Background: an optimization exercise with open tools, aiming at small area. Do not read the settings as production practice.
The RTL was checked by simulation tests, not by an equivalence proof against the original design.
Power and IR drop assume default switching activity.

==> flow/design.v <==
`timescale 1ns/10ps
module udp_echo_top (
    input  logic        clk,
    input  logic        reset,
    input  logic        miso,
    output logic        sck,
    output logic        mosi,
    output logic        ssel_n,
    input  logic [63:0] tx_data,
    output logic [63:0] rx_data,
    output logic        pkg_timeout
);
    localparam logic [31:0] msg_id = 32'h7469_7277;
    localparam logic [47:0] default_peer = {8'd192, 8'd168, 8'd10, 8'd2, 16'd2390};
    localparam logic [3:0] s_init = 4'd0, s_status = 4'd1, s_idle = 4'd2, s_rsr = 4'd3,
        s_pull = 4'd4, s_rd_lo = 4'd5, s_rd_hi = 4'd6, s_recv = 4'd7, s_dest = 4'd8,
        s_push = 4'd9, s_wr_lo = 4'd10, s_wr_hi = 4'd11, s_send = 4'd12,
        s_rd_lo_g = 4'd13, s_rd_hi_g = 4'd14, s_recv_g = 4'd15;
    localparam logic [32*32-1:0] init_rom = {32'h00030800, 32'h00110C56, 32'h00100C09, 32'h000F0C02, 32'h000E0C0A, 32'h000D0CA8, 32'h000C0CC0, 32'h00010C01, 32'h00050C56, 32'h00040C09, 32'h001F0C10, 32'h001E0C10, 32'h00000C02, 32'h00080400, 32'h000704FF, 32'h000604FF, 32'h000504FF, 32'h00040401, 32'h0003040A, 32'h000204A8, 32'h000104C0, 32'h001204C1, 32'h0011040A, 32'h001004A8, 32'h000F04C0, 32'h000E041C, 32'h000D04E3, 32'h000C04CC, 32'h000B04FA, 32'h000A04AF, 32'h000904AA, 32'h002E04D8};
    logic [3:0] state;
    logic waiting;
    logic done;
    logic [4:0] sub;         
    logic [3:0] poll_cnt;
    logic tx_request;
    logic [15:0] rd_ptr;
    logic [15:3] wr_ptr;
    logic [7:0] bit_cnt;
    logic sample_bit;
    logic match;
    logic [63:0] chain;
    logic [47:0] peer;
    logic peer_def;
    logic [31:0] rx_low;
    logic rx_valid;
    logic active;
    logic is_pull;
    logic is_push;
    logic is_cmd;
    logic last;
    logic issue;
    logic begin_frame;
    logic shift_en;
    logic rx_acc;
    logic commit;
    logic peer_load;
    logic [7:0] read_byte;
    logic size_ok;
    logic [31:0] cmdv;
    logic cmd_bit;
    logic [7:0] peer_byte;
    logic [47:0] peer_cur;
    assign active = !ssel_n;
    assign is_pull = (state == s_pull);
    assign is_push = (state == s_push);
    assign is_cmd = !is_pull && !is_push;
    assign last = is_pull ? (bit_cnt == 8'd152) : is_push ? (bit_cnt == 8'd88) : (bit_cnt == 8'd32);
    assign issue = !waiting && state != s_idle;
    assign begin_frame = waiting && !active && !done;
    assign rx_acc = (state == s_idle) && sub[1];
    assign commit = issue && state == s_rd_lo_g;
    assign read_byte = chain[7:0];
    assign size_ok = (read_byte == 8'd16);
    assign cmd_bit = cmdv[~bit_cnt[4:0]];
    assign mosi = active && !last &&
                  ((is_cmd || bit_cnt < 8'd24) ? cmd_bit : (is_push && chain[63]));
    assign shift_en = active && !last && sck &&
                      !(is_push && bit_cnt < 8'd24) &&
                      !(is_pull && bit_cnt >= 8'd88 && bit_cnt < 8'd120);
    assign peer_load = active && is_pull && bit_cnt == 8'd120 && !sck && match;
    assign peer_cur = peer_def ? default_peer : peer;
    always_comb begin
        case (sub[2:0])
            3'd0: peer_byte = peer_cur[47:40];
            3'd1: peer_byte = peer_cur[39:32];
            3'd2: peer_byte = peer_cur[31:24];
            3'd3: peer_byte = peer_cur[23:16];
            3'd4: peer_byte = peer_cur[15:8];
            default: peer_byte = peer_cur[7:0];
        endcase
    end
    always_comb begin
        case (state)
            s_init: cmdv = init_rom[32 * sub +: 32];
            s_status: cmdv = 32'h0003_0800;
            s_rsr: cmdv = 32'h0027_0800;
            s_pull: cmdv = {rd_ptr, 8'h18, 8'h00};
            s_rd_lo, s_rd_lo_g: cmdv = {16'h0029, 8'h0C, rd_ptr[7:0]};
            s_rd_hi, s_rd_hi_g: cmdv = {16'h0028, 8'h0C, rd_ptr[15:8]};
            s_recv, s_recv_g: cmdv = 32'h0001_0C40;
            s_dest: cmdv = {16'h000C + {13'd0, sub[2:0]}, 8'h0C, peer_byte};
            s_push: cmdv = {wr_ptr, 3'd0, 8'h14, 8'h00};
            s_wr_lo: cmdv = {16'h0025, 8'h0C, wr_ptr[7:3], 3'd0};
            s_wr_hi: cmdv = {16'h0024, 8'h0C, wr_ptr[15:8]};
            default: cmdv = 32'h0001_0C20;
        endcase
    end
    always_ff @(posedge clk) begin
        done <= 1'b0;
        if (reset) begin
            ssel_n <= 1'b1;
            sck <= 1'b0;
            bit_cnt <= '0;
        end else if (begin_frame) begin
            ssel_n <= 1'b0;
            sck <= 1'b0;
            bit_cnt <= '0;
        end else if (active) begin
            if (last) begin
                ssel_n <= 1'b1;
                done <= 1'b1;
            end else if (!sck) begin
                sck <= 1'b1;
                sample_bit <= miso;
            end else begin
                sck <= 1'b0;
                bit_cnt <= bit_cnt + 8'd1;
            end
        end
    end
    always_ff @(posedge clk) begin
        if (issue) begin
            chain <= tx_data;
        end else if (shift_en) begin
            chain <= {chain[62:0], sample_bit};
        end
    end
    always_ff @(posedge clk) begin
        if (issue) begin
            match <= 1'b1;
        end else if (active && sck && is_pull && bit_cnt >= 8'd88 && bit_cnt < 8'd120) begin
            match <= match && (sample_bit == msg_id[5'd23 - bit_cnt[4:0]]);
        end
    end
    always_ff @(posedge clk) begin
        if (reset) begin
            state <= s_init;
            waiting <= 1'b0;
            sub <= '0;
            poll_cnt <= '0;
            rd_ptr <= '0;
            wr_ptr <= '0;
            tx_request <= 1'b0;
        end else if (waiting) begin
            if (done) begin
                waiting <= 1'b0;
                case (state)
                    s_init: begin
                        sub <= sub + 5'd1;
                        if (sub == 5'd31) begin
                            state <= (read_byte == 8'h22) ? s_idle : s_status;
                        end
                    end
                    s_status: begin
                        if (read_byte == 8'h22) state <= s_idle;
                    end
                    s_rsr: begin
                        if (read_byte == 8'd0) begin
                            state <= s_idle;
                        end else if (size_ok) begin
                            state <= s_pull;
                        end else begin
                            rd_ptr <= rd_ptr + {8'd0, read_byte};
                            state <= s_rd_lo;
                        end
                    end
                    s_pull: begin
                        rd_ptr <= rd_ptr + 16'd16;
                        state <= s_rd_lo_g;
                    end
                    s_rd_lo: state <= s_rd_hi;
                    s_rd_hi: state <= s_recv;
                    s_rd_lo_g: state <= s_rd_hi_g;
                    s_rd_hi_g: state <= s_recv_g;
                    s_recv: state <= s_idle;
                    s_recv_g: state <= s_dest;
                    s_dest: begin
                        sub <= sub + 5'd1;
                        if (sub == 5'd5) state <= s_idle;
                    end
                    s_push: begin
                        wr_ptr <= wr_ptr + 13'd1;
                        state <= s_wr_lo;
                    end
                    s_wr_lo: state <= s_wr_hi;
                    s_wr_hi: state <= s_send;
                    default: begin
                        tx_request <= 1'b0;
                        state <= s_idle;
                    end
                endcase
            end
        end else if (state == s_idle) begin
            if (rx_acc) begin
                sub <= '0;
                tx_request <= 1'b1;
            end
            if (tx_request) begin
                state <= s_push;
            end else if (poll_cnt == 4'd10) begin
                poll_cnt <= '0;
                state <= s_rsr;
            end else begin
                poll_cnt <= poll_cnt + 4'd1;
            end
        end else begin
            waiting <= 1'b1;
        end
    end
    always_ff @(posedge clk) begin
        if (reset) begin
            peer_def <= 1'b1;
        end else if (peer_load) begin
            peer_def <= 1'b0;
        end
        if (peer_load) peer <= chain[63:16];
    end
    always_ff @(posedge clk) begin
        if (reset) begin
            rx_valid <= 1'b0;
            rx_low <= '0;
        end else if (commit && match) begin
            rx_valid <= 1'b1;
            rx_low <= chain[31:0];
        end
    end
    assign rx_data = {rx_valid ? msg_id : 32'd0, rx_low};
    localparam logic [22:0] lfsr_at_timeout = 23'h30F84F;
    logic [22:0] lfsr;
    always_ff @(posedge clk) begin
        if (reset || rx_acc) begin
            lfsr <= '0;
            pkg_timeout <= 1'b0;
        end else begin
            lfsr <= {lfsr[21:0], ~(lfsr[22] ^ lfsr[17])};
            if (lfsr == lfsr_at_timeout) pkg_timeout <= 1'b1;
        end
    end
endmodule
export LEC_CHECK = 0
export CAP_MARGIN = 20
export CORE_MARGIN = 2
export CORE_UTILIZATION = 40
export SLEW_MARGIN = 20
create_clock -name core_clock -period 5.0 [get_ports {clk}]
standard.sh (not shown) runs the stock make flow with config.mk's settings and CLKGATE_MAP_FILE= SYNTH_SCRIPT=/design/flow/synth_recipe.tcl, a recipe that flattens the netlist after the stock synthesis.
==> flow/flow/run.sh <==
#!/bin/bash
# Own layout flow: the standard flow (standard.sh) with an area-oriented ABC
# script, a clock tree without dummy loads, and small port buffers.
set -euo pipefail
WORK=$(pwd)
# A copy of ORFS's scripts whose only change is the ABC mapping script
rm -rf "$WORK/scripts_mod"
cp -r "$FLOW_HOME/scripts" "$WORK/scripts_mod"
cp "$WORK/flow/abc.script" "$WORK/scripts_mod/abc_speed.script"
export SCRIPTS_DIR="$WORK/scripts_mod"
export CTS_ARGS="-sink_clustering_enable -repair_clock_nets -dont_use_dummy_load -buf_list sky130_fd_sc_hd__clkbuf_2 -sink_clustering_size 10"
export BUFFER_PORTS_ARGS="-buffer_cell sky130_fd_sc_hd__buf_1"
bash standard.sh > "$WORK/standard_flow.log" 2>&1
==> flow/flow/abc.script <==
strash
&get -n
&fraig -x
&put
scorr
dc2
strash
&get -n
&dch -f
&nf -R 1000
&put
Then changed:
==> flow/run.sh (new file) <==
#!/bin/bash
# synth_recipe.tcl (not shown) runs the flow's synth.tcl, then flattens the netlist and writes it again
# the make line also repeats each setting of config.mk as NAME=value (left out here)
make -C /OpenROAD-flow-scripts/flow DESIGN_CONFIG=/design/flow/config.mk WORK_HOME=/design/flow/orfs CLKGATE_MAP_FILE= SYNTH_SCRIPT=/design/flow/synth_recipe.tcl finish
removed: flow/flow/run.sh
removed: flow/flow/abc.script
removed: flow/standard.sh
What happened: The changed run produced a clean layout. Total power came out higher by 15%. Clock skew came out lower by 0.080 ns. Sequential power came out lower by about 8%. Area after synthesis rises by 7.2%. Clock power grows by 110%. Sequential share of layout area drops by 6.7 points. Register-to-register slack gets better by 0.03 ns. Fmax is lower by 2.6%. Clock-buffer cell count came out lower by 30. Worst hold slack improves by 0.11 ns.
Then changed:
==> flow/flow/run.sh (new file) <==
#!/bin/bash
# Own layout flow: the standard flow (standard.sh) with an area-oriented ABC
# script, a clock tree without dummy loads, and small port buffers.
set -euo pipefail
WORK=$(pwd)
# A copy of ORFS's scripts whose only change is the ABC mapping script
rm -rf "$WORK/scripts_mod"
cp -r "$FLOW_HOME/scripts" "$WORK/scripts_mod"
cp "$WORK/flow/abc.script" "$WORK/scripts_mod/abc_speed.script"
export SCRIPTS_DIR="$WORK/scripts_mod"
export CTS_ARGS="-sink_clustering_enable -repair_clock_nets -dont_use_dummy_load -buf_list sky130_fd_sc_hd__clkbuf_4"
export BUFFER_PORTS_ARGS="-buffer_cell sky130_fd_sc_hd__buf_1"
bash standard.sh > "$WORK/standard_flow.log" 2>&1
==> flow/flow/abc.script (new file) <==
strash
&get -n
&fraig -x
&put
scorr
dc2
strash
&get -n
&dch -f
&nf -R 1000
&put
==> flow/standard.sh (new file) <==
#!/bin/bash
# synth_recipe.tcl (not shown) runs the flow's synth.tcl, then flattens the netlist and writes it again
# the make line also repeats each setting of config.mk as NAME=value (left out here)
make -C /OpenROAD-flow-scripts/flow DESIGN_CONFIG=/design/flow/config.mk WORK_HOME=/design/flow/orfs CLKGATE_MAP_FILE= SYNTH_SCRIPT=/design/flow/synth_recipe.tcl "${@:-finish}"
removed: flow/run.sh
What happened: Register-to-register slack gets worse by 0.06 ns; final cell count went up by a few percent; sequential cell count is unchanged; setup slack gets better by 0.019 ns; non-clock buffer count went down by 6; via count went up by a few percent; critical path depth went up by 2; area after synthesis went down by a few percent; worst hold slack gets worse by 0.0084 ns; count of clock-buffer cells in the layout went up by 30; first-iteration DRC count went up slightly.
Then changed:
==> flow/run.sh (new file) <==
#!/bin/bash
# synth_recipe.tcl (not shown) runs the flow's synth.tcl, then flattens the netlist and writes it again
# the make line also repeats each setting of config.mk as NAME=value (left out here)
make -C /OpenROAD-flow-scripts/flow DESIGN_CONFIG=/design/flow/config.mk WORK_HOME=/design/flow/orfs CLKGATE_MAP_FILE= SYNTH_SCRIPT=/design/flow/synth_recipe.tcl finish
CTS_BUF_LIST = sky130_fd_sc_hd__clkbuf_4   (was default)
CTS_CLUSTER_SIZE = 40   (was default)
removed: flow/flow/run.sh
removed: flow/flow/abc.script
removed: flow/standard.sh
=> The changed run completed without violations. Clock-buffer cell count went up by 43. Sequential cell count stays the same. Worst setup slack is worse by 0.014 ns. Wire length is higher by 4.3%. Die area rose by 7.0%. Utilization rose by 2.8 points. Cell area went up by 15%.
Then changed:
CTS_CLUSTER_SIZE = default   (was 40)
Final cell count is unchanged.
Critical path depth is unchanged.
Worst setup slack stays the same.
Sequential cell count does not change.
Synthesized area does not change.
First-iteration DRC count stays the same.
Design area stays the same.
Then changed:
CTS_BUF_LIST = sky130_fd_sc_hd__clkbuf_2   (was sky130_fd_sc_hd__clkbuf_4)
What happened: The changed run produced a clean layout. Sequential cell count does not change. Die area is unchanged. Setup slack gains 0.31 ns. Total power is lower by 13%. Register-to-register slack barely changes. Cell area is lower by 1.7%.

## re-timing with driven ports
The results above use ideal ports. As a check the final layouts listed here were re-extracted and re-timed, cells and wires unchanged.
Step 1 assumes that a clkbuf_16 drives the clock port and a buf_2 every other input.
Step 2 also shifts input and output timing later by t, the mid clock arrival at the registers, as if the neighbouring blocks saw the same clock.
Three values: ideal ports, drivers, drivers and shift; two values: the first two.
run	t (ns)	setup slack, ns	worst setup path after step 2	clock arrival spread, ns	worst register clock-pin slew, ns
the first run	0.855	0.325 / 0.284 / 1.138	register to output	0.123 / 0.123	0.11 / 0.11
the second run	0.599	0.200 / 0.152 / 0.751	register to output	0.022 / 0.021	0.07 / 0.07
the third run	0.701	0.219 / 0.177 / 0.878	register to output	0.083 / 0.082	0.07 / 0.07
the fourth run	0.700	0.205 / 0.163 / 0.863	register to output	0.069 / 0.069	0.07 / 0.07
the fifth run	0.700	0.205 / 0.163 / 0.863	register to output	0.069 / 0.069	0.07 / 0.07
the sixth run	0.900	0.520 / 0.478 / 1.378	register to output	0.062 / 0.062	0.12 / 0.12
After both steps every run listed still meets setup and hold.
